What follows belongs to an exercise in optimizing a design on an open flow for small area, a short achievable clock period and few clock cycles per item; a production flow would make more cautious choices.
Only simulation tests tie the RTL to the original design; equivalence was not proved.
No activity file was given, so power comes from the tool's default toggle rates.

==> config.mk <==
export PLATFORM = sky130hd
export DESIGN_NAME = triangle_tangent_frame_top
export DESIGN_NICKNAME = triangle_tangent_frame_top
export VERILOG_FILES = /design/flow/design.v
export SDC_FILE = /design/flow/constraint.sdc
export NUM_CORES = 4
export LEC_CHECK = 0
export CAP_MARGIN = 20
export CORE_MARGIN = 2
export CORE_UTILIZATION = 40
export SLEW_MARGIN = 20
==> constraint.sdc <==
create_clock -name core_clock -period 10.0 [get_ports {i_clk}]
set_input_delay 2.0000 -clock core_clock [delete_from_list [all_inputs] [get_ports {i_clk}]]
set_output_delay 2.0000 -clock core_clock [all_outputs]
set_load 0.01 [all_outputs]
==> design.v <==
package ttf_pkg;
    localparam int OUT_FRAC_BITS = 14;
    localparam int MAG_W         = 51;                   
    localparam int NRM_W         = 30;                   
    localparam int REM_W         = NRM_W + OUT_FRAC_BITS + 3;
    localparam int Q_W           = 16;
    typedef struct packed {
        logic [23:0]        vertex_id;
        logic signed [31:0] pos_x;
        logic signed [31:0] pos_y;
        logic signed [31:0] pos_z;
        logic signed [15:0] tex_u;
        logic signed [15:0] tex_v;
    } t_in;
    typedef struct packed {
        logic [23:0]        out_vertex_id;
        logic signed [15:0] tangent_x;
        logic signed [15:0] tangent_y;
        logic signed [15:0] tangent_z;
        logic signed [15:0] bitangent_x;
        logic signed [15:0] bitangent_y;
        logic signed [15:0] bitangent_z;
        logic               degenerate;
        logic               last_of_triangle;
    } t_out;
    typedef enum logic [4:0] {
        ST_IDLE, ST_DIFF, ST_MUL, ST_ACC, ST_CHECK, ST_DETZERO, ST_ABS, ST_SHIFT,
        ST_SQ, ST_SQACC, ST_SQRT, ST_DIVINIT, ST_DIV, ST_DIVEND, ST_VZERO, ST_NEXTV,
        ST_EMIT
    } t_state;
    typedef enum logic [3:0] {
        OP_NONE, OP_LOAD, OP_DIFF, OP_MUL, OP_ACC, OP_DETZERO, OP_ABS, OP_SHIFT,
        OP_SQ, OP_SQACC, OP_SQRT, OP_DIVINIT, OP_DIV, OP_DIVEND, OP_VZERO
    } t_op;
    typedef struct packed {
        t_op        op;
        logic [3:0] j;        
        logic [1:0] k;        
        logic       n;        
        logic [4:0] step;     
        logic [1:0] corner;   
    } t_cmd;
    typedef struct packed {
        logic det_zero;
        logic need_shift;
        logic all_zero;
        logic root_zero;
    } t_sts;
endpackage
module ttf_ctrl (
    input  logic i_clk,
    input  logic i_rst_n,
    input  logic i_in_valid,
    input  logic i_out_stall,
    input  ttf_pkg::t_sts i_sts,
    output logic o_in_stall,
    output logic o_out_valid,
    output ttf_pkg::t_cmd o_cmd
);
    ttf_pkg::t_state     r_state, n_state;
    logic [4:0] r_cnt, n_cnt;
    logic [3:0] r_j, n_j;
    logic [1:0] r_k, n_k;
    logic       r_n, n_n;
    logic [1:0] r_corner, n_corner;
    always_ff @(posedge i_clk) begin
        if (!i_rst_n) begin
            r_state  <= ttf_pkg::ST_IDLE;
            r_cnt    <= '0;
            r_j      <= '0;
            r_k      <= '0;
            r_n      <= 1'b0;
            r_corner <= '0;
        end else begin
            r_state  <= n_state;
            r_cnt    <= n_cnt;
            r_j      <= n_j;
            r_k      <= n_k;
            r_n      <= n_n;
            r_corner <= n_corner;
        end
    end
    always_comb begin
        n_state  = r_state;
        n_cnt    = r_cnt;
        n_j      = r_j;
        n_k      = r_k;
        n_n      = r_n;
        n_corner = r_corner;
        case (r_state)
            ttf_pkg::ST_IDLE: begin
                if (i_in_valid) begin
                    if (r_corner == 2'd2) begin
                        n_state = ttf_pkg::ST_DIFF;
                    end else begin
                        n_corner = r_corner + 2'd1;
                    end
                end
            end
            ttf_pkg::ST_DIFF: begin
                n_j     = '0;
                n_state = ttf_pkg::ST_MUL;
            end
            ttf_pkg::ST_MUL: n_state = ttf_pkg::ST_ACC;
            ttf_pkg::ST_ACC: begin
                if (r_j == 4'd13) begin
                    n_state = ttf_pkg::ST_CHECK;
                end else begin
                    n_j     = r_j + 4'd1;
                    n_state = ttf_pkg::ST_MUL;
                end
            end
            ttf_pkg::ST_CHECK: begin
                n_n = 1'b0;
                n_k = '0;
                n_state = i_sts.det_zero ? ttf_pkg::ST_DETZERO : ttf_pkg::ST_ABS;
            end
            ttf_pkg::ST_DETZERO: begin
                n_k     = '0;
                n_state = ttf_pkg::ST_EMIT;
            end
            ttf_pkg::ST_ABS: n_state = ttf_pkg::ST_SHIFT;
            ttf_pkg::ST_SHIFT: begin
                if (!i_sts.need_shift) begin
                    n_k     = '0;
                    n_state = i_sts.all_zero ? ttf_pkg::ST_VZERO : ttf_pkg::ST_SQ;
                end
            end
            ttf_pkg::ST_SQ: n_state = ttf_pkg::ST_SQACC;
            ttf_pkg::ST_SQACC: begin
                if (r_k == 2'd2) begin
                    n_cnt   = 5'd31;
                    n_state = ttf_pkg::ST_SQRT;
                end else begin
                    n_k     = r_k + 2'd1;
                    n_state = ttf_pkg::ST_SQ;
                end
            end
            ttf_pkg::ST_SQRT: begin
                if (r_cnt == 5'd0) begin
                    n_k     = '0;
                    n_state = ttf_pkg::ST_DIVINIT;
                end else begin
                    n_cnt = r_cnt - 5'd1;
                end
            end
            ttf_pkg::ST_DIVINIT: begin
                if (i_sts.root_zero) begin
                    n_state = ttf_pkg::ST_VZERO;
                end else begin
                    n_cnt   = 5'd15;
                    n_state = ttf_pkg::ST_DIV;
                end
            end
            ttf_pkg::ST_DIV: begin
                if (r_cnt == 5'd0) begin
                    n_state = ttf_pkg::ST_DIVEND;
                end else begin
                    n_cnt = r_cnt - 5'd1;
                end
            end
            ttf_pkg::ST_DIVEND: begin
                if (r_k == 2'd2) begin
                    n_state = ttf_pkg::ST_NEXTV;
                end else begin
                    n_k     = r_k + 2'd1;
                    n_state = ttf_pkg::ST_DIVINIT;
                end
            end
            ttf_pkg::ST_VZERO: n_state = ttf_pkg::ST_NEXTV;
            ttf_pkg::ST_NEXTV: begin
                n_k = '0;
                if (!r_n) begin
                    n_n     = 1'b1;
                    n_state = ttf_pkg::ST_ABS;
                end else begin
                    n_state = ttf_pkg::ST_EMIT;
                end
            end
            ttf_pkg::ST_EMIT: begin
                if (!i_out_stall) begin
                    if (r_k == 2'd2) begin
                        n_corner = '0;
                        n_state  = ttf_pkg::ST_IDLE;
                    end else begin
                        n_k = r_k + 2'd1;
                    end
                end
            end
            default: n_state = ttf_pkg::ST_IDLE;
        endcase
    end
    always_comb begin
        o_in_stall    = (r_state != ttf_pkg::ST_IDLE);
        o_out_valid   = (r_state == ttf_pkg::ST_EMIT);
        o_cmd.j       = r_j;
        o_cmd.k       = r_k;
        o_cmd.n       = r_n;
        o_cmd.step    = r_cnt;
        o_cmd.corner  = r_corner;
        case (r_state)
            ttf_pkg::ST_IDLE:    o_cmd.op = i_in_valid ? ttf_pkg::OP_LOAD : ttf_pkg::OP_NONE;
            ttf_pkg::ST_DIFF:    o_cmd.op = ttf_pkg::OP_DIFF;
            ttf_pkg::ST_MUL:     o_cmd.op = ttf_pkg::OP_MUL;
            ttf_pkg::ST_ACC:     o_cmd.op = ttf_pkg::OP_ACC;
            ttf_pkg::ST_DETZERO: o_cmd.op = ttf_pkg::OP_DETZERO;
            ttf_pkg::ST_ABS:     o_cmd.op = ttf_pkg::OP_ABS;
            ttf_pkg::ST_SHIFT:   o_cmd.op = i_sts.need_shift ? ttf_pkg::OP_SHIFT : ttf_pkg::OP_NONE;
            ttf_pkg::ST_SQ:      o_cmd.op = ttf_pkg::OP_SQ;
            ttf_pkg::ST_SQACC:   o_cmd.op = ttf_pkg::OP_SQACC;
            ttf_pkg::ST_SQRT:    o_cmd.op = ttf_pkg::OP_SQRT;
            ttf_pkg::ST_DIVINIT: o_cmd.op = ttf_pkg::OP_DIVINIT;
            ttf_pkg::ST_DIV:     o_cmd.op = ttf_pkg::OP_DIV;
            ttf_pkg::ST_DIVEND:  o_cmd.op = ttf_pkg::OP_DIVEND;
            ttf_pkg::ST_VZERO:   o_cmd.op = ttf_pkg::OP_VZERO;
            default:    o_cmd.op = ttf_pkg::OP_NONE;
        endcase
    end
endmodule
module ttf_dp (
    input  logic i_clk,
    input  ttf_pkg::t_cmd i_cmd,
    input  ttf_pkg::t_in  i_data,
    output ttf_pkg::t_sts o_sts,
    output ttf_pkg::t_out o_data
);
    logic signed [31:0]     r_pos [2][3];
    logic signed [15:0]     r_uv  [2][2];
    logic [23:0]            r_id  [2];
    logic signed [31:0]     r_p2  [3];
    logic signed [15:0]     r_uv2 [2];
    logic [23:0]            r_id2;
    logic signed [32:0]     r_e1 [3];
    logic signed [32:0]     r_e2 [3];
    logic signed [16:0]     r_du1, r_dv1, r_du2, r_dv2;
    logic signed [49:0]     r_prod;
    logic signed [49:0]     r_acc;
    logic signed [ttf_pkg::MAG_W-1:0] r_det;
    logic signed [ttf_pkg::MAG_W-1:0] r_vec [6];
    logic [ttf_pkg::MAG_W-1:0]       r_mag [3];
    logic                   r_neg [3];
    logic [2*ttf_pkg::NRM_W-1:0]     r_sq;
    logic [63:0]            r_sum;
    logic [63:0]            r_root;
    logic [ttf_pkg::REM_W-1:0]       r_rem;
    logic [ttf_pkg::Q_W-1:0]         r_quo;
    logic signed [15:0]     r_q [2][3];
    logic                   r_degen;
    logic signed [16:0]     mul_a;
    logic signed [32:0]     mul_b;
    logic [2:0]             pair;
    logic [1:0]             comp;
    logic signed [ttf_pkg::MAG_W-1:0] acc_diff;
    logic [2:0]             vec_base;
    logic [63:0]            sq_bit;
    logic [63:0]            sq_trial;
    logic [ttf_pkg::REM_W-1:0]       div_trial;
    logic [ttf_pkg::Q_W-1:0]         quo_sat;
    always_comb begin
        pair = i_cmd.j[3:1];
        comp = 2'd0;
        mul_a = r_du1;
        mul_b = 33'(r_dv2);
        if (pair == 3'd0) begin
            mul_a = i_cmd.j[0] ? r_du2 : r_du1;
            mul_b = i_cmd.j[0] ? 33'(r_dv1) : 33'(r_dv2);
        end else if (pair <= 3'd3) begin
            comp  = 2'(pair - 3'd1);
            mul_a = i_cmd.j[0] ? r_dv1 : r_dv2;
            mul_b = i_cmd.j[0] ? r_e2[comp] : r_e1[comp];
        end else begin
            comp  = 2'(pair - 3'd4);
            mul_a = i_cmd.j[0] ? r_du2 : r_du1;
            mul_b = i_cmd.j[0] ? r_e1[comp] : r_e2[comp];
        end
    end
    assign acc_diff  = ttf_pkg::MAG_W'(r_acc) - ttf_pkg::MAG_W'(r_prod);
    assign vec_base  = i_cmd.n ? 3'd3 : 3'd0;
    assign sq_bit    = 64'd1 << {i_cmd.step, 1'b0};
    assign sq_trial  = r_root + sq_bit;
    assign div_trial = ttf_pkg::REM_W'(r_root[31:0]) << i_cmd.step[3:0];
    assign quo_sat   = (r_quo > ttf_pkg::Q_W'(32767)) ? ttf_pkg::Q_W'(32767) : r_quo;
    always_ff @(posedge i_clk) begin
        case (i_cmd.op)
            ttf_pkg::OP_LOAD: begin
                if (i_cmd.corner == 2'd2) begin
                    r_p2[0] <= i_data.pos_x;
                    r_p2[1] <= i_data.pos_y;
                    r_p2[2] <= i_data.pos_z;
                    r_uv2[0] <= i_data.tex_u;
                    r_uv2[1] <= i_data.tex_v;
                    r_id2    <= i_data.vertex_id;
                end else begin
                    r_pos[i_cmd.corner[0]][0] <= i_data.pos_x;
                    r_pos[i_cmd.corner[0]][1] <= i_data.pos_y;
                    r_pos[i_cmd.corner[0]][2] <= i_data.pos_z;
                    r_uv[i_cmd.corner[0]][0]  <= i_data.tex_u;
                    r_uv[i_cmd.corner[0]][1]  <= i_data.tex_v;
                    r_id[i_cmd.corner[0]]     <= i_data.vertex_id;
                end
            end
            ttf_pkg::OP_DIFF: begin
                for (int c = 0; c < 3; c++) begin
                    r_e1[c] <= 33'(r_pos[1][c]) - 33'(r_pos[0][c]);
                    r_e2[c] <= 33'(r_p2[c]) - 33'(r_pos[0][c]);
                end
                r_du1   <= 17'(r_uv[1][0]) - 17'(r_uv[0][0]);
                r_dv1   <= 17'(r_uv[1][1]) - 17'(r_uv[0][1]);
                r_du2   <= 17'(r_uv2[0]) - 17'(r_uv[0][0]);
                r_dv2   <= 17'(r_uv2[1]) - 17'(r_uv[0][1]);
                r_degen <= 1'b0;
            end
            ttf_pkg::OP_MUL: r_prod <= 50'(mul_a * mul_b);
            ttf_pkg::OP_ACC: begin
                if (!i_cmd.j[0]) begin
                    r_acc <= r_prod;
                end else if (pair == 3'd0) begin
                    r_det <= acc_diff;
                end else begin
                    r_vec[pair - 3'd1] <= acc_diff;
                end
            end
            ttf_pkg::OP_DETZERO: begin
                for (int c = 0; c < 3; c++) begin
                    r_q[0][c] <= '0;
                    r_q[1][c] <= '0;
                end
                r_degen <= 1'b1;
            end
            ttf_pkg::OP_ABS: begin
                for (int c = 0; c < 3; c++) begin
                    r_neg[c] <= r_vec[vec_base + 3'(c)][ttf_pkg::MAG_W-1] ^ r_det[ttf_pkg::MAG_W-1];
                    r_mag[c] <= r_vec[vec_base + 3'(c)][ttf_pkg::MAG_W-1]
                              ? ttf_pkg::MAG_W'(-r_vec[vec_base + 3'(c)])
                              : ttf_pkg::MAG_W'(r_vec[vec_base + 3'(c)]);
                end
                r_sum  <= '0;
                r_root <= '0;
            end
            ttf_pkg::OP_SHIFT: begin
                for (int c = 0; c < 3; c++) r_mag[c] <= r_mag[c] >> 1;
            end
            ttf_pkg::OP_SQ: r_sq <= r_mag[i_cmd.k][ttf_pkg::NRM_W-1:0] * r_mag[i_cmd.k][ttf_pkg::NRM_W-1:0];
            ttf_pkg::OP_SQACC: r_sum <= r_sum + 64'(r_sq);
            ttf_pkg::OP_SQRT: begin
                if (r_sum >= sq_trial) begin
                    r_sum  <= r_sum - sq_trial;
                    r_root <= (r_root >> 1) + sq_bit;
                end else begin
                    r_root <= r_root >> 1;
                end
            end
            ttf_pkg::OP_DIVINIT: begin
                r_rem <= (ttf_pkg::REM_W'(r_mag[i_cmd.k][ttf_pkg::NRM_W-1:0]) << ttf_pkg::OUT_FRAC_BITS)
                       + ttf_pkg::REM_W'(r_root[31:1]);
                r_quo <= '0;
            end
            ttf_pkg::OP_DIV: begin
                if (r_rem >= div_trial) begin
                    r_rem <= r_rem - div_trial;
                    r_quo[i_cmd.step[3:0]] <= 1'b1;
                end
            end
            ttf_pkg::OP_DIVEND: begin
                r_q[i_cmd.n][i_cmd.k] <= r_neg[i_cmd.k] ? 16'(-quo_sat) : 16'(quo_sat);
            end
            ttf_pkg::OP_VZERO: begin
                for (int c = 0; c < 3; c++) r_q[i_cmd.n][c] <= '0;
                r_degen <= 1'b1;
            end
            default: ;
        endcase
    end
    always_comb begin
        o_sts.det_zero   = (r_det == '0);
        o_sts.need_shift = (|r_mag[0][ttf_pkg::MAG_W-1:ttf_pkg::NRM_W]) | (|r_mag[1][ttf_pkg::MAG_W-1:ttf_pkg::NRM_W])
                         | (|r_mag[2][ttf_pkg::MAG_W-1:ttf_pkg::NRM_W]);
        o_sts.all_zero   = (r_mag[0] == '0) && (r_mag[1] == '0) && (r_mag[2] == '0);
        o_sts.root_zero  = (r_root == '0);
    end
    always_comb begin
        case (i_cmd.k)
            2'd0:    o_data.out_vertex_id = r_id[0];
            2'd1:    o_data.out_vertex_id = r_id[1];
            default: o_data.out_vertex_id = r_id2;
        endcase
        o_data.tangent_x        = r_q[0][0];
        o_data.tangent_y        = r_q[0][1];
        o_data.tangent_z        = r_q[0][2];
        o_data.bitangent_x      = r_q[1][0];
        o_data.bitangent_y      = r_q[1][1];
        o_data.bitangent_z      = r_q[1][2];
        o_data.degenerate       = r_degen;
        o_data.last_of_triangle = (i_cmd.k == 2'd2);
    end
endmodule
module triangle_tangent_frame_top (
    input  logic               i_clk,
    input  logic               i_rst_n,
    input  logic               i_in_valid,
    output logic               o_in_stall,
    input  logic [23:0]        i_vertex_id,
    input  logic signed [31:0] i_pos_x,
    input  logic signed [31:0] i_pos_y,
    input  logic signed [31:0] i_pos_z,
    input  logic signed [15:0] i_tex_u,
    input  logic signed [15:0] i_tex_v,
    output logic               o_out_valid,
    input  logic               i_out_stall,
    output logic [23:0]        o_out_vertex_id,
    output logic signed [15:0] o_tangent_x,
    output logic signed [15:0] o_tangent_y,
    output logic signed [15:0] o_tangent_z,
    output logic signed [15:0] o_bitangent_x,
    output logic signed [15:0] o_bitangent_y,
    output logic signed [15:0] o_bitangent_z,
    output logic               o_degenerate,
    output logic               o_last_of_triangle
);
    ttf_pkg::t_cmd cmd;
    ttf_pkg::t_sts sts;
    ttf_pkg::t_in  in_data;
    ttf_pkg::t_out out_data;
    assign in_data.vertex_id = i_vertex_id;
    assign in_data.pos_x     = i_pos_x;
    assign in_data.pos_y     = i_pos_y;
    assign in_data.pos_z     = i_pos_z;
    assign in_data.tex_u     = i_tex_u;
    assign in_data.tex_v     = i_tex_v;
    assign o_out_vertex_id    = out_data.out_vertex_id;
    assign o_tangent_x        = out_data.tangent_x;
    assign o_tangent_y        = out_data.tangent_y;
    assign o_tangent_z        = out_data.tangent_z;
    assign o_bitangent_x      = out_data.bitangent_x;
    assign o_bitangent_y      = out_data.bitangent_y;
    assign o_bitangent_z      = out_data.bitangent_z;
    assign o_degenerate       = out_data.degenerate;
    assign o_last_of_triangle = out_data.last_of_triangle;
    ttf_ctrl u_ctrl (
        .i_clk       (i_clk),
        .i_rst_n     (i_rst_n),
        .i_in_valid  (i_in_valid),
        .i_out_stall (i_out_stall),
        .i_sts       (sts),
        .o_in_stall  (o_in_stall),
        .o_out_valid (o_out_valid),
        .o_cmd       (cmd)
    );
    ttf_dp u_dp (
        .i_clk  (i_clk),
        .i_cmd  (cmd),
        .i_data (in_data),
        .o_sts  (sts),
        .o_data (out_data)
    );
endmodule
==> run.sh <==
#!/bin/bash
# synth_recipe.tcl (not shown) runs the flow's synth.tcl, then flattens the netlist and writes it again
# the make line also repeats each setting of config.mk as NAME=value (left out here)
make -C /OpenROAD-flow-scripts/flow DESIGN_CONFIG=/design/flow/config.mk WORK_HOME=/design/flow/orfs CLKGATE_MAP_FILE= SYNTH_SCRIPT=/design/flow/synth_recipe.tcl finish
==> notes.md <==
## cell usage after synthesis, drive strengths merged, types with 99 or more instances
master     n  area share, %
nor2    1318            3.5
clkbuf   437            1.2
fa      1246             18
xor2     331            2.0
ha       953            8.4
mux2i    200            1.4
a21o     330            1.7
o21ai    768            2.7
nand3    196           0.69
nor3     214           0.76
a22oi    184           0.97
edfxtp  1602             34
nand2b   163           0.72
nand2   1607            4.2
buf      114           0.38
a211oi   140           0.74
nor2b    140           0.61
xnor2    468            2.9
inv     1910            5.0
a31oi    140           0.64
dfxtp     99            1.4
a21oi    706            2.5
## sequential cells by signal, summed over array words and instances, names as in the netlist, 96 cells and up
| name | flops |
|---|---|
| u_dp.r_e1 | 99 |
| u_dp.r_e2 | 99 |
| u_dp.r_mag | 153 |
| u_dp.r_p2 | 96 |
| u_dp.r_pos | 192 |
| u_dp.r_q | 96 |
| u_dp.r_vec | 306 |
## repair_timing
item                       4_1_cts  5_1_grt
gates resized for setup          0       24
setup buffers                    0        5
setup endpoints to repair        0       11
## layer usage
layer	vias to the layer above	track usage (%)	share of wire [%]
met3	652	3.596	7.4
li1	49640	-	-
met2	3651	36.86	45
met5	-	0	0.0075
met4	6	7.279	3.5
met1	52160	32.09	44
## cells in the final DEF (no fill, tap or decap), types with 41 or more instances in the layout
| master | instances |
|---|---|
| a211oi_1 | 138 |
| a21boi_0 | 41 |
| a21o_1 | 326 |
| a21oi_1 | 693 |
| a22oi_1 | 183 |
| a31oi_1 | 137 |
| and2_1 | 68 |
| and3_1 | 63 |
| buf_4 | 341 |
| clkbuf_16 | 204 |
| clkdlybuf4s50_1 | 279 |
| clkinv_1 | 41 |
| dfxtp_1 | 94 |
| edfxtp_1 | 1602 |
| fa_1 | 1246 |
| ha_1 | 947 |
| inv_1 | 1904 |
| mux2_2 | 42 |
| mux2i_1 | 197 |
| nand2_1 | 1600 |
| nand2b_1 | 162 |
| nand3_1 | 192 |
| nand4_1 | 98 |
| nor2_1 | 1302 |
| nor2b_1 | 140 |
| nor3_1 | 206 |
| nor4_1 | 86 |
| o21a_1 | 98 |
| o21ai_0 | 694 |
| o21ai_1 | 63 |
| o21bai_1 | 88 |
| o22ai_1 | 71 |
| o31ai_1 | 46 |
| or2_2 | 46 |
| or3_1 | 55 |
| xnor2_1 | 467 |
| xor2_1 | 331 |
## final cells by class
cell class	count	share of cell area, %
clock inverters	115	0.8078
flip-flops and latches	1701	31.53
clock buffers	237	3.322
inverters	1922	4.561
multi-input cells	10250	52.47
well taps	4751	3.741
diodes	18	0.02834
repair buffers	635	3.540
## kinds of logic after synthesis
| kind of cell | after synthesis | share of synthesized area, % |
|---|---|---|
| buffers and inverters | 2473 | 6.596 |
| AND/OR/NAND/NOR | 4131 | 12.78 |
| flip-flops | 1701 | 35.16 |
| XOR/XNOR | 799 | 4.912 |
| multiplexers | 263 | 2.069 |
| adder cells (fa/ha/maj) | 2199 | 25.88 |
| AO/OA/AOI/OAI | 2857 | 12.60 |
## report_power, final
group          internal, mW  leakage, nW  switching (mW)  total [mW]
clock network          4.29         3.19            3.16        7.45
logic                  3.67         48.0            5.00        8.67
registers              8.39         14.9          0.0578        8.45
## worst max path at each step
stage                             start             to  cells after the start
final                     u_ctrl.r_k[0]  u_dp.r_sq[59]                     35
after global routing      u_ctrl.r_k[0]  u_dp.r_sq[59]                     37
after CTS                 u_ctrl.r_k[1]  u_dp.r_sq[49]                     35
after detailed placement  u_ctrl.r_k[1]  u_dp.r_sq[59]                     32
after global placement    u_ctrl.r_k[1]  u_dp.r_sq[49]                     35
after floorplan           u_ctrl.r_k[1]  u_dp.r_sq[49]                     38
## worst max-delay path, delay by kind of cell (launching register included)
| kind | cells | cell delay, ns |
|---|---|---|
| AO/OA/AOI/OAI | 11 | 2.24 |
| AND/OR/NAND/NOR | 3 | 0.71 |
| adder cells (fa/ha/maj) | 10 | 4.67 |
| XOR/XNOR | 1 | 0.08 |
| buffers and inverters | 10 | 1.09 |
| flip-flops | 1 | 0.40 |
==> results.cfg <==
[outcome]
status = no timing/DRC/antenna violations

[synth]
synth-edff-count = 1602
ys_ff_latch = 1701
synthFlopType = edfxtp_1
synth_cell_types = 108
ys_seq_area_share_pct = 35.16
syn_nets = 16780
netlist_area_sq_mm = 0.1425
async_flop_share_pct = 0
syn_area_per_cell_sq_um = 9.878
ys_warn_count = 8
syn_inst = 14420

[final_layout]
layout.cells.non_filler = 19630
nNetsFinal = 17060
drive_gt1_share_pct = 6.070
design_area_sq_mm = 0.1589
utilization_pct = 44.75
seqCellArea_sq_mm = 0.05010
area_growth_pct = 11.55
multi_input_area_sq_mm = 0.08339
fillerInstances = 33910

[power]
pwr_density_cell_mw_per_mm2 = 154.6
total_power_mw = 24.57
ir_drop_uv = 223.5
leakagePower_nw = 66.17

[clock_tree]
cts_max_path_buffers = 4
worstSkewPairLatency_ns = 0.94
cts_num_sinks = 1701
path_clk_slew_ns = 0.06
cts_tree = done
numCtsBuffers = 200
htreeDepth = 4
hold_buffers = 0
cts_root_buffer = clkbuf_16

[die]
start_util_pct = 40.12
die_area_sq_mm = 0.3609
die_x_microns = 600.8
die_y_microns = 600.8
io_pins = 280
rows = 219
coreArea_sq_mm = 0.3551

[placed_design]
gp_congestion = 0.9454
placed_cells = 19250
hpwlAfterDp_microns = 334000
place_area_sq_mm = 0.1521
dp_slack_ns = 0.2402
numPortBuffers = 279

[worst_setup_path]
r2r_end = u_dp.r_sq[59]
cp.arrival_ns = 10.14
critPathKind = reg -> reg
cp-end-kind = flop
crit_required_ns = 10.64
reg2reg_depth = 35
r2r-start = u_ctrl.r_k[0]
startpoint_type = flop
worst_path_most_repeated_cell = fa_1
slowest_delay_ns = 0.56
crit_fanout = 11
critPathSlowestCell = fa_1
reg2reg_slack_ns = 0.50

[timing]
final-setup-viol-count = 0
rsz0062_at_grt = false
slew_headroom_pct = 17.99
worstMarginPinSlew_ns = 1.221
max_clock_freq_mhz = 105.3
holdWs_ns = 0.4058
min_period_ns = 9.501
hold_viol = 0
setup-tns-final_ns = 0
fin_crit_sh_pct = 95.01
timing.final.ws_setup_ns = 0.4994
fin_worst_skew_ns = 0.07160
maxSlewViolCount = 0

[global_route]
grt.total_usage_pct = 23.06
grt_pass1_vias = 104100
grt_pass1_wl_microns = 641800
grt_start_max_net_pins = 154
antenna_found_initial = 34
grt-ovfl-total = 0

[detailed_routing]
drc = 0
postRouteAntennaNets = 0
viasPerCell = 5.406
dr_total_vias = 106100
drtIter0Drc = 9221
wl_microns = 425500
post_drt_wl_per_cell_microns = 21.68
drtPass1Iterations = 8

[run]
cap_violations = 0

[min_path]
worstHoldPathType = reg -> reg
hp-start = u_dp.r_prod[33]
whs_path_depth = 0
min_to = u_dp.r_acc[33]
Testbench counts, summed over its fixed seeds: cycles 68,300, items 320.

-- static timing again, ports no longer ideal --
No port has a modelled driver above. Below, the same layout with a new extraction and two added sets of constraints.
Step 1: set_driving_cell puts a clkbuf_16 on i_clk and a buf_2 on each other input, an assumption about the parent block.
Step 2 times the ports against the registers' clock, not the clock port: input delays grow and output delays shrink by t, the midpoint of the rising clock arrivals with the driver on.
Slacks: no drivers / after step 1 / after step 2; pairs: no drivers / after step 1.
t, ns: 1.012
setup slack, ns: 0.499 / 0.499 / 0.499
latest minus earliest clock arrival (ns): 0.072 / 0.072
worst register clock-pin slew, ns: 0.07 / 0.07
worst data-port slew with drivers (ns): 0.38
After both steps setup and hold are still met in this run. For this run, drivers alone change the setup slack by 0.000 ns; drivers and shift together by 0.000 ns.
